What follows belongs to an exercise in optimizing a design on an open flow for small area; a production flow would make more cautious choices.
In this exercise RTL edits were held to simulation tests only and were not proved equivalent to the original.

==> inputs of run Z <==
Design synth_top, start of the top module:
module synth_top #(
    parameter int clks_per_bit = 8,
    parameter int sample_div   = 64
) (
    input  logic                            clk,
    input  logic                            rst_n,
    input  logic                            di,
    input  logic [3:0]                      channel,
    output logic [synth_pkg::sample_w-1:0]   sample,
    output logic                            sample_valid,
    input  logic                            sample_ready,
    output logic [synth_pkg::num_voices-1:0] voice_active
);
export LEC_CHECK = 0
export ABC_AREA = 1
export CAP_MARGIN = 20
export CORE_MARGIN = 2
export CORE_UTILIZATION = 75
export SLEW_MARGIN = 20
create_clock -name core_clock -period 10.0 [get_ports {clk}]
standard.sh (not shown) runs the stock make flow with config.mk's settings and CLKGATE_MAP_FILE= SYNTH_SCRIPT=/design/flow/synth_recipe.tcl, a recipe that flattens the netlist after the stock synthesis.
==> flow/flow/run.sh <==
#!/bin/bash
set -euo pipefail
cd "$(dirname "$0")/.."
bash standard.sh \
  "CTS_ARGS=-sink_clustering_enable -repair_clock_nets -dont_use_dummy_load -sink_clustering_size 20 -sink_clustering_max_diameter 50 -buf_list sky130_fd_sc_hd__clkbuf_8" \
  "BUFFER_PORTS_ARGS=-buffer_cell sky130_fd_sc_hd__buf_1" \
  finish > flow.log 2>&1
==> run G: changes against run Z <==
--- a/flow/design.v
+++ b/flow/design.v
@@ -79,14 +79,13 @@
     parameter int clks_per_bit = 8
 ) (
     input  logic       clk,
     input  logic       rst_n,
     input  logic       di,
     output logic [7:0] byte_data,
-    output logic       byte_valid,
-    output logic       shifting
+    output logic       byte_valid
 );
     localparam logic [1:0] st_idle  = 2'd0;
     localparam logic [1:0] st_start = 2'd1;
     localparam logic [1:0] st_data  = 2'd2;
     localparam logic [1:0] st_stop  = 2'd3;
     logic [7:0]       sc;
@@ -100,13 +99,12 @@
     assign state      = sc[7:6];
     assign c          = sc[5:0];
     assign rx         = di_sync[1];
     assign take_bit   = (state == st_data) && (c[2:0] == 3'd7);
     assign byte_data  = shift;
     assign byte_valid = (state == st_idle) && c[0];
-    assign shifting   = (state == st_data);
     assign c_inc      = 6'(synth_pkg::rca10(10'(c), 10'd0, 1'b1));
     always_ff @(posedge clk) begin
         if (!rst_n) begin
             sc         <= '0;
             di_sync    <= 2'b11;
         end else begin
@@ -137,16 +135,13 @@
 module midi_parser (
     input  logic                        clk,
     input  logic                        rst_n,
     input  logic [3:0]                  channel,
     input  logic [7:0]                  byte_data,
     input  logic                        byte_valid,
-    input  logic                        shifting,
-    output logic                        first_ev,
-    output logic                        first_live,
-    output logic                        cc_is_wave,
+    output logic [synth_pkg::midi_w-1:0] first_byte,
     output logic                        note_on,
     output logic                        note_off,
     output logic                        note_off_nx,
     output logic                        cc_valid
 );
     typedef enum logic [1:0] {rs_none, rs_note_on, rs_note_off, rs_cc} run_t;
@@ -155,26 +150,22 @@
     logic              is_status;
     logic              is_data;
     logic              second;
     assign is_status = byte_valid && byte_data[7] && !(&byte_data[6:3]);
     assign is_data   = byte_valid && !byte_data[7] && (run != rs_none);
     assign second    = is_data && have_first;
-    assign first_ev  = is_data && !have_first;
     assign note_off_nx = second && ((run == rs_note_off) ||
                                     ((run == rs_note_on) && (byte_data[6:0] == '0)));
     always_ff @(posedge clk) begin
         if (!rst_n) begin
             run        <= rs_none;
             have_first <= 1'b0;
             note_on    <= 1'b0;
             note_off   <= 1'b0;
             cc_valid   <= 1'b0;
-            first_live <= 1'b0;
         end else begin
-            if (first_ev)      first_live <= 1'b1;
-            else if (shifting) first_live <= 1'b0;
             note_on  <= second && (run == rs_note_on) && (byte_data[6:0] != '0);
             note_off <= note_off_nx;
             cc_valid <= second && (run == rs_cc);
             if (is_status) begin
                 have_first <= 1'b0;
                 if (byte_data[3:0] != channel) begin
@@ -190,39 +181,33 @@
             end else if (is_data) begin
                 have_first <= !have_first;
             end
         end
     end
     always_ff @(posedge clk) begin
-        if (first_ev) cc_is_wave <= (byte_data[6:0] == synth_pkg::cc_waveform);
+        if (is_data && !have_first) first_byte <= byte_data[6:0];
     end
 endmodule
 `timescale 1ns/1ps
 module voice_alloc (
     input  logic                            clk,
     input  logic                            rst_n,
     input  logic                            note_on,
-    input  logic                            first_ev,
     input  logic                            note_off,
     input  logic [synth_pkg::num_voices-1:0] note_match,
     input  logic [1:0]                      h,
     output logic [synth_pkg::num_voices-1:0] voice_active,
     output logic [synth_pkg::num_voices-1:0] off_sel,
-    output logic                            wr_note,
-    output logic                            wr_vel
+    output logic                            wr_head
 );
     logic [synth_pkg::num_voices-1:0] free_sel;
     logic [1:0]                       free_idx;
     logic                             free_found;
     logic                             off_found;
     logic                             pend;
     logic [1:0]                       pend_idx;
-    logic                             pend_vel;
-    logic                             wr_ev;
-    logic                             wr_now;
-    logic                             wr_pend;
     always_comb begin
         free_sel   = '0;
         off_sel    = '0;
         free_idx   = '0;
         for (int i = synth_pkg::num_voices - 1; i >= 0; i--) begin
             if (!voice_active[i]) begin
@@ -235,55 +220,48 @@
                 off_sel[i] = 1'b1;
             end
         end
         free_found = !(&voice_active);
         off_found  = |off_sel;
     end
-    assign wr_ev   = (first_ev || note_on) && free_found;
-    assign wr_now  = wr_ev && (free_idx == h);
-    assign wr_pend = pend && (pend_idx == h);
-    assign wr_note = (wr_now && !note_on) || (wr_pend && !pend_vel);
-    assign wr_vel  = (wr_now && note_on) || (wr_pend && pend_vel);
+    assign wr_head = (note_on && free_found && (free_idx == h)) || (pend && (pend_idx == h));
     always_ff @(posedge clk) begin
         if (!rst_n) begin
             voice_active <= '0;
             pend         <= 1'b0;
         end else begin
             if (note_on && free_found) begin
                 voice_active <= voice_active | free_sel;
             end else if (note_off && off_found) begin
                 voice_active <= voice_active & ~off_sel;
             end
-            if (wr_ev && (free_idx != h)) pend <= 1'b1;
+            if (note_on && free_found && (free_idx != h)) pend <= 1'b1;
             else if (pend_idx == h) pend <= 1'b0;
         end
     end
     always_ff @(posedge clk) begin
-        if (first_ev || note_on) begin
-            pend_idx <= free_idx;
-            pend_vel <= note_on;
-        end
+        if (note_on) pend_idx <= free_idx;
     end
 endmodule
 `timescale 1ns/1ps
 module synth_ctrl_regs (
     input  logic                        clk,
     input  logic                        rst_n,
-    input  logic                        cc_is_wave,
+    input  logic [synth_pkg::midi_w-1:0] cc_num,
     input  logic [synth_pkg::midi_w-1:0] cc_val,
     input  logic                        cc_valid,
     output synth_pkg::waveform_t        waveform
 );
     logic ge_tri;
     logic ge_sq;
     assign ge_tri = cc_val[6] && (cc_val[5] || (cc_val[4] && (cc_val[3] || (cc_val[2] && cc_val[1]))));
     assign ge_sq  = cc_val[6] || (cc_val[5] && (cc_val[4] || (cc_val[3] && (cc_val[2] || (cc_val[1] && cc_val[0])))));
     always_ff @(posedge clk) begin
         if (!rst_n) begin
             waveform <= synth_pkg::wave_saw;
-        end else if (cc_valid && cc_is_wave) begin
+        end else if (cc_valid && (cc_num == synth_pkg::cc_waveform)) begin
             if (ge_tri) begin
                 waveform <= synth_pkg::wave_triangle;
             end else if (ge_sq) begin
                 waveform <= synth_pkg::wave_square;
             end else begin
                 waveform <= synth_pkg::wave_saw;
@@ -294,16 +272,15 @@
 `timescale 1ns/1ps
 module osc_bank #(
     parameter int sample_div = 64
 ) (
     input  logic                            clk,
     input  logic                            rst_n,
-    input  logic [synth_pkg::midi_w-1:0]     din,
-    input  logic                            first_live,
-    input  logic                            wr_note,
-    input  logic                            wr_vel,
+    input  logic [synth_pkg::midi_w-1:0]     note_in,
+    input  logic [synth_pkg::midi_w-1:0]     vel_in,
+    input  logic                            wr_head,
     input  logic                            note_off,
     input  logic                            note_off_nx,
     input  logic [synth_pkg::num_voices-1:0] voice_active,
     input  logic [synth_pkg::num_voices-1:0] off_sel,
     input  synth_pkg::waveform_t            waveform,
     output logic [synth_pkg::num_voices-1:0] note_match,
@@ -326,14 +303,12 @@
     synth_pkg::waveform_t  wave_t;
     logic [sw+1:0]         acc;
     logic [sw+1:0]         acc_sum;
     logic                  surv;
     logic [sw-1:0]         top;
     logic [sw-1:0]         shaped;
-    logic                  tri_sel;
-    logic                  saw_sel;
     logic [sw:0]           pp;
     logic [3:0]            octave;
     logic [3:0]            semi;
     logic [pw-1:0]         base;
     logic [4:0]            bidx;
     logic [31:0]           base_x;
@@ -350,31 +325,31 @@
         end
     end
     assign h = dm[1:0];
     assign k = dm[5:2];
     always_ff @(posedge clk) begin
         for (int v = 0; v < nv; v++) begin
-            if (first_live && h == 2'(v)) note_match[v] <= (r_note[0] == din);
+            if (h == 2'(v)) note_match[v] <= (r_note[0] == note_in);
         end
     end
     always_comb begin
         case (h)
             2'd0:    surv = alive[0] && voice_active[0] && !((note_off || note_off_nx) && off_sel[0]);
             2'd1:    surv = alive[1] && voice_active[1] && !(note_off && off_sel[1]);
             2'd2:    surv = alive[2] && voice_active[2];
             default: surv = alive[3];
         endcase
     end
     always_comb begin
         top = r_phase[0][pw-1 -: sw];
-        tri_sel = (wave_t == synth_pkg::wave_triangle);
-        saw_sel = (wave_t != synth_pkg::wave_square) && !tri_sel;
-        shaped[0] = saw_sel ? top[0] : (top[sw-1] && !tri_sel);
-        for (int i = 1; i < sw; i++) begin
-            shaped[i] = saw_sel ? top[i] : top[sw-1] ^ (tri_sel && top[i-1]);
-        end
+        case (wave_t)
+            synth_pkg::wave_square:   shaped = {sw{top[sw-1]}};
+            synth_pkg::wave_triangle: shaped = top[sw-1] ? {~top[sw-2:0], 1'b0}
+                                                         : {top[sw-2:0], 1'b0};
+            default:                  shaped = top;
+        endcase
         pp = 9'(synth_pkg::rca10(10'((k == 4'd0) ? '0 : r_prod[0]), 10'(r_vel[0][k[2:0]] ? shaped : '0), 1'b0));
     end
     always_comb begin
         {octave, semi} = synth_pkg::octave_semi(r_note[0]);
         base     = synth_pkg::semi_base(semi);
         bidx     = 5'(synth_pkg::rca10(synth_pkg::rca10(10'({k[2:0], 1'b0}), 10'd27, 1'b0), {6'd0, ~octave}, 1'b0));
@@ -396,14 +371,14 @@
             r_prod[i]  <= r_prod[i+1];
             r_cy[i]    <= r_cy[i+1];
         end
         r_phase[nv-1] <= k[3] ? phase_fb : r_phase[0];
         r_prod[nv-1]  <= (!k[3] && k[2:0] != 3'd7) ? pp[sw:1] : r_prod[0];
         r_cy[nv-1]    <= sum2[2];
-        r_note[nv-1]  <= wr_note ? din : r_note[0];
-        r_vel[nv-1]   <= wr_vel ? din : r_vel[0];
+        r_note[nv-1]  <= wr_head ? note_in : r_note[0];
+        r_vel[nv-1]   <= wr_head ? vel_in : r_vel[0];
         acc           <= acc_sum;
         if (sample_tick) wave_t <= waveform;
     end
     always_ff @(posedge clk) begin
         if (!rst_n) begin
             alive <= '0;
@@ -452,58 +427,53 @@
     output logic                            sample_valid,
     input  logic                            sample_ready,
     output logic [synth_pkg::num_voices-1:0] voice_active
 );
     logic [7:0]                      byte_data;
     logic                            byte_valid;
-    logic                            shifting;
-    logic                            first_ev;
-    logic                            first_live;
-    logic                            cc_is_wave;
+    logic [synth_pkg::midi_w-1:0]     first_byte;
     logic                            note_on;
     logic                            note_off;
     logic                            note_off_nx;
     logic                            cc_valid;
     logic [synth_pkg::num_voices-1:0] note_match;
     logic [synth_pkg::num_voices-1:0] off_sel;
     logic [1:0]                      h;
-    logic                            wr_note;
-    logic                            wr_vel;
+    logic                            wr_head;
     logic [synth_pkg::sample_w-1:0]   mix;
     logic                            sample_tick;
     synth_pkg::waveform_t            waveform;
     uart_rx #(
         .clks_per_bit(clks_per_bit)
     ) i_uart_rx (
         .clk(clk), .rst_n(rst_n), .di(di),
-        .byte_data(byte_data), .byte_valid(byte_valid), .shifting(shifting)
+        .byte_data(byte_data), .byte_valid(byte_valid)
     );
     midi_parser i_midi_parser (
         .clk(clk), .rst_n(rst_n), .channel(channel),
         .byte_data(byte_data), .byte_valid(byte_valid),
-        .shifting(shifting), .first_ev(first_ev), .first_live(first_live),
-        .cc_is_wave(cc_is_wave),
+        .first_byte(first_byte),
         .note_on(note_on), .note_off(note_off), .note_off_nx(note_off_nx),
         .cc_valid(cc_valid)
     );
     voice_alloc i_voice_alloc (
         .clk(clk), .rst_n(rst_n),
-        .note_on(note_on), .first_ev(first_ev), .note_off(note_off),
+        .note_on(note_on), .note_off(note_off),
         .note_match(note_match), .h(h),
-        .voice_active(voice_active), .off_sel(off_sel), .wr_note(wr_note), .wr_vel(wr_vel)
+        .voice_active(voice_active), .off_sel(off_sel), .wr_head(wr_head)
     );
     synth_ctrl_regs i_synth_ctrl_regs (
         .clk(clk), .rst_n(rst_n),
-        .cc_is_wave(cc_is_wave), .cc_val(byte_data[6:0]), .cc_valid(cc_valid),
+        .cc_num(first_byte), .cc_val(byte_data[6:0]), .cc_valid(cc_valid),
         .waveform(waveform)
     );
     osc_bank #(
         .sample_div(sample_div)
     ) i_osc_bank (
         .clk(clk), .rst_n(rst_n),
-        .din(byte_data[6:0]), .first_live(first_live), .wr_note(wr_note), .wr_vel(wr_vel),
+        .note_in(first_byte), .vel_in(byte_data[6:0]), .wr_head(wr_head),
         .note_off(note_off), .note_off_nx(note_off_nx),
         .voice_active(voice_active), .off_sel(off_sel),
         .waveform(waveform),
         .note_match(note_match), .h(h), .mix(mix), .sample_tick(sample_tick)
     );
     mixer i_mixer (
==> flow/run.sh (new file) <==
#!/bin/bash
# synth_recipe.tcl (not shown) runs the flow's synth.tcl, then flattens the netlist and writes it again
# the make line also repeats each setting of config.mk as NAME=value (left out here)
make -C /OpenROAD-flow-scripts/flow DESIGN_CONFIG=/design/flow/config.mk WORK_HOME=/design/flow/orfs CLKGATE_MAP_FILE= SYNTH_SCRIPT=/design/flow/synth_recipe.tcl finish
Settings changed: CORE_UTILIZATION 75 to 60, CTS_BUF_LIST set to sky130_fd_sc_hd__clkbuf_8, CTS_CLUSTER_DIAMETER set to 50, CTS_CLUSTER_SIZE set to 20.
removed: flow/flow/run.sh
removed: flow/standard.sh
==> run P: changes against run Z <==
Settings changed: CORE_UTILIZATION 75 to 60.
==> notes.md <==
Standard cell area after detailed placement: run P 8620 um^2; run Z 8570 um^2; run G 8830 um^2
Fraction of met1 tracks used by global routing: run P 0.278; run Z 0.348; run G 0.306
Total nets after synthesis: run P 947; run Z 947; run G 935
Number of clock-tree buffers in the layout: run P 19; run Z 16; run G 19
Fraction of area in non-clock buffers: run P 0.00845; run Z 0.00854; run G 0.0225
Area growth from synthesis to layout: run P 5.48%; run Z 4.40%; run G 8.83%
Synthesized-area fraction occupied by xor and xnor cells: run P 0.0187; run Z 0.0187; run G 0.0155
Slack of the worst reg-to-reg path: run P 4830 ps; run Z 4730 ps; run G 4840 ps
Status: run P no timing/DRC/antenna violations; run Z no timing/DRC/antenna violations; run G no timing/DRC/antenna violations
Core occupancy in the finished layout: run P 0.645; run Z 0.808; run G 0.668
Fill cell total of the finished layout: run P 1191; run Z 666; run G 1072
Starting Density: run P 0.612; run Z 0.774; run G 0.614
Final period utilization: run P 0.517; run Z 0.527; run G 0.516
Number of global-route vias before repair: run P 5407; run Z 5399; run G 5423
Via/cell ratio: run P 5.17; run Z 5.51; run G 5.14
Cells after DPL: run P 1073; run Z 1033; run G 1065

## what the ideal ports hide
In the flow no input, the clock included, has a driving cell. The finished layouts below were timed again as built, in two steps.
Step 1 assumes that a clkbuf_16 drives the clock port and a buf_2 every other input.
Step 2 moves the port delays by t, midway between the first and last clock arrival at a register: inputs arrive t later, outputs are due t later. That takes back most of the time a late clock gives input paths.
Three values: no drivers, after step 1, after step 2; two values: the first two.
run | shift t [ns] | setup slack, ns | hold WS [ns] | worst setup path at the end | clock arrival spread, ns
run Z | 0.512 | 4.728 / 4.728 / 4.728 | 0.313 / 0.313 / 0.313 | register to register | 0.038 / 0.038
run G | 0.551 | 4.838 / 4.838 / 4.838 | 0.314 / 0.314 / 0.314 | register to register | 0.027 / 0.026
run P | 0.531 | 4.830 / 4.830 / 4.830 | 0.287 / 0.287 / 0.287 | register to register | 0.071 / 0.071
After both steps every run listed still meets setup and hold.
